From an optimization exercise on the open Yosys and OpenROAD flow, aimed at small area, a short achievable clock period and few clock cycles per item; shortcuts taken in it are not production practice.
The RTL was checked by simulation tests, not by an equivalence proof against the original design.

== lane 1 ==
==> flow/design.v <==
module pixel_histogram #(
    parameter int CNT_W = 16,
    parameter int TOT_W = 24
) (
    input  logic             clk,
    input  logic             rst_n,
    input  logic             start,
    input  logic             in_valid,
    input  logic [7:0]       inbyte,
    input  logic             frame_end,
    output logic             in_ready,
    output logic             out_valid,
    input  logic             out_ready,
    output logic [7:0]       out_bin,
    output logic [CNT_W-1:0] out_count,
    output logic [TOT_W-1:0] pixel_total,
    output logic             busy,
    output logic             done
);
    logic             busy_q, ir_q, dmp_q, done_q;
    logic [8:0]       dcnt_q;
    logic             ov_q;
    logic [7:0]       ob_q;
    logic [CNT_W-1:0] oc_q;
    logic [TOT_W-1:0] tot_q;
    logic start_take, take, fe_take, stall, xfer, last, issue;
    assign start_take = start && !busy_q;
    assign take       = ir_q && in_valid;
    assign fe_take    = ir_q && frame_end;
    assign stall      = ov_q && !out_ready;
    assign xfer       = ov_q && out_ready;
    assign last       = xfer && (ob_q == 8'hFF);
    assign issue      = dmp_q && !dcnt_q[8] && !stall;
    logic             a_v, a_d;
    logic [7:0]       a_addr;
    logic [15:0]      a_hi, a_lo;
    logic             b_v, b_d, f1_q, f2_q;
    logic [7:0]       b_addr;
    logic [3:0][CNT_W-1:0] part_q;
    logic             c_v;
    logic [7:0]       c_addr;
    logic [CNT_W-1:0] c_val;
    logic             d_v;
    logic [7:0]       d_addr;
    logic [CNT_W-1:0] d_val;
    logic [255:0][CNT_W-1:0] mem;
    logic [7:0] ad;
    assign ad = issue ? dcnt_q[7:0] : inbyte;
    always_ff @(posedge clk) begin
        a_addr <= ad;
        for (int i = 0; i < 16; i++) begin
            a_hi[i] <= (ad[7:4] == i[3:0]);
            a_lo[i] <= (ad[3:0] == i[3:0]);
        end
    end
    logic [3:0][CNT_W-1:0] part_d;
    always_comb begin
        for (int g = 0; g < 4; g++) begin
            part_d[g] = '0;
            for (int h = 0; h < 4; h++) begin
                logic [CNT_W-1:0] row;
                row = '0;
                for (int l = 0; l < 16; l++) begin
                    row = row | (mem[(4*g+h)*16+l] & {CNT_W{a_lo[l]}});
                end
                part_d[g] = part_d[g] | (row & {CNT_W{a_hi[4*g+h]}});
            end
        end
    end
    always_ff @(posedge clk) begin
        part_q <= part_d;
        b_addr <= a_addr;
        f1_q   <= b_v && (a_addr == b_addr);
        f2_q   <= c_v && (a_addr == c_addr);
    end
    function automatic logic [CNT_W-1:0] sat_inc(input logic [CNT_W-1:0] v);
        sat_inc = (&v) ? v : v + 1'b1;
    endfunction
    logic [CNT_W-1:0] rd, cur, nxt;
    assign rd  = part_q[0] | part_q[1] | part_q[2] | part_q[3];
    assign cur = f1_q ? c_val : (f2_q ? d_val : rd);
    assign nxt = f1_q ? sat_inc(c_val) : (f2_q ? sat_inc(d_val) : sat_inc(rd));
    logic [CNT_W-1:0] w_val;
    always_ff @(posedge clk) begin
        c_addr <= b_addr;
        c_val  <= nxt;
        w_val  <= b_v ? nxt : '0;
        d_addr <= c_addr;
        d_val  <= c_val;
    end
    logic [15:0] w_hi, w_lo;
    always_ff @(posedge clk) begin
        for (int i = 0; i < 16; i++) begin
            w_hi[i] <= !busy_q || (b_v && (b_addr[7:4] == i[3:0]));
            w_lo[i] <= !busy_q || (b_v && (b_addr[3:0] == i[3:0]));
        end
    end
    for (genvar w = 0; w < 256; w++) begin : g_word
        always_ff @(posedge clk) begin
            if (w_hi[w/16] && w_lo[w%16]) mem[w] <= w_val;
        end
    end
    always_ff @(posedge clk or negedge rst_n) begin
        if (!rst_n) begin
            busy_q <= 1'b0;
            ir_q   <= 1'b0;
            dmp_q  <= 1'b0;
            done_q <= 1'b0;
            dcnt_q <= 9'd0;
            a_v    <= 1'b0;
            a_d    <= 1'b0;
            b_v    <= 1'b0;
            b_d    <= 1'b0;
            c_v    <= 1'b0;
            d_v    <= 1'b0;
            ov_q   <= 1'b0;
            ob_q   <= 8'd0;
            oc_q   <= '0;
            tot_q  <= '0;
        end else begin
            done_q <= last;
            if (start_take) begin
                busy_q <= 1'b1;
                ir_q   <= 1'b1;
            end
            if (fe_take) begin
                ir_q   <= 1'b0;
                dmp_q  <= 1'b1;
                dcnt_q <= 9'd0;
            end else if (stall) begin
                dcnt_q <= {1'b0, ob_q} + 9'd1;
            end else if (issue) begin
                dcnt_q <= dcnt_q + 9'd1;
            end
            if (last) begin
                busy_q <= 1'b0;
                dmp_q  <= 1'b0;
            end
            a_v <= take;
            a_d <= issue;
            b_v <= a_v;
            b_d <= a_d && !stall;
            c_v <= b_v;
            d_v <= c_v;
            if (!stall) begin
                ov_q <= b_d;
                if (b_d) oc_q <= cur;
            end
            if (xfer) ob_q <= ob_q + 8'd1;
            if (start_take) tot_q <= '0;
            else if (a_v && !(&tot_q)) tot_q <= tot_q + 1'b1;
        end
    end
    assign in_ready    = ir_q;
    assign out_valid   = ov_q;
    assign out_bin     = ob_q;
    assign out_count   = oc_q;
    assign pixel_total = tot_q;
    assign busy        = busy_q;
    assign done        = done_q;
endmodule
export LEC_CHECK = 0
export CAP_MARGIN = 20
export CORE_MARGIN = 2
export CORE_UTILIZATION = 60
export CTS_CLUSTER_DIAMETER = 80
export CTS_CLUSTER_SIZE = 25
export SETUP_SLACK_MARGIN = 3.4
export SLEW_MARGIN = 20
create_clock -name core_clock -period 6.0 [get_ports {clk}]
run.sh (not shown) runs the stock make flow with config.mk's settings and CLKGATE_MAP_FILE= SYNTH_SCRIPT=/design/flow/synth_recipe.tcl, a recipe that flattens the netlist after the stock synthesis.
Lane 1 reached the end of the flow, and the finished layout is clean on the timing, DRC and antenna checks.
Testbench counts of lane 1, summed over its fixed seeds: cycles 84,147, pixels 63,825.
Setup changes, lane 1 to lane 2
# lane 1
export LEC_CHECK = 0
export CAP_MARGIN = 20
export CORE_MARGIN = 2
export CORE_UTILIZATION = 60
export CTS_CLUSTER_DIAMETER = 80
export CTS_CLUSTER_SIZE = 25
export SETUP_SLACK_MARGIN = 3.4
export SLEW_MARGIN = 20
create_clock -name core_clock -period 6.0 [get_ports {clk}]
# lane 2
export LEC_CHECK = 0
export CAP_MARGIN = 20
export CORE_MARGIN = 2
export CORE_UTILIZATION = 60
export CTS_CLUSTER_DIAMETER = 80
export CTS_CLUSTER_SIZE = 25
export SETUP_SLACK_MARGIN = 3.5
export SLEW_MARGIN = 20
create_clock -name core_clock -period 6.0 [get_ports {clk}]
==> flow/flow/run.sh (new file) <==
#!/bin/bash
set -euo pipefail
export BUFFER_PORTS_ARGS="-buffer_cell sky130_fd_sc_hd__buf_4"
bash standard.sh > standard_flow.log 2>&1
==> flow/standard.sh (new file) <==
#!/bin/bash
# synth_recipe.tcl (not shown) runs the flow's synth.tcl, then flattens the netlist and writes it again
# the make line also repeats each setting of config.mk as NAME=value (left out here)
make -C /OpenROAD-flow-scripts/flow DESIGN_CONFIG=/design/flow/config.mk WORK_HOME=/design/flow/orfs CLKGATE_MAP_FILE= SYNTH_SCRIPT=/design/flow/synth_recipe.tcl "${@:-finish}"
removed: flow/run.sh
[summary]
For cell count after placement, lane 1 and lane 2 come out practically identical.
For the fmax, lane 2 came in about 3% lower than lane 1 did.
First-pass GRT wire length came out higher on lane 2 than on lane 1.
Lane 2 against lane 1: number of non-clock inverters in the layout fell 1; sequential share of layout area fell 0.98 points.

afterwards: timing with drivers on the ports:
In the flow no input, the clock included, has a driving cell. The finished layouts below were timed again as built, in two steps. Step 1, drivers: a clkbuf_16 drives clk and a buf_2 each remaining input, both assumed. Step 2 moves the port delays by t, midway between the first and last clock arrival at a register: inputs arrive t later, outputs are due t later. That takes back most of the time a late clock gives input paths. Slacks: ideal ports / drivers / drivers and shift; pairs: ideal ports / drivers.
run | t, ns | slack for setup (ns) | worst setup path at the end | clock arrival spread, ns | pins driven straight from the clock port
lane 1 | 1.022 | 3.278 / 3.181 / 2.547 | input to register | 0.050 / 0.050 | 1
lane 2 | 0.998 | 3.196 / 3.098 / 2.619 | input to register | 0.035 / 0.035 | 1
After both steps every run listed still meets setup and hold. The setup slack of lane 1, which loses most, moves by -0.097 ns with the drivers and by -0.731 ns with both steps.
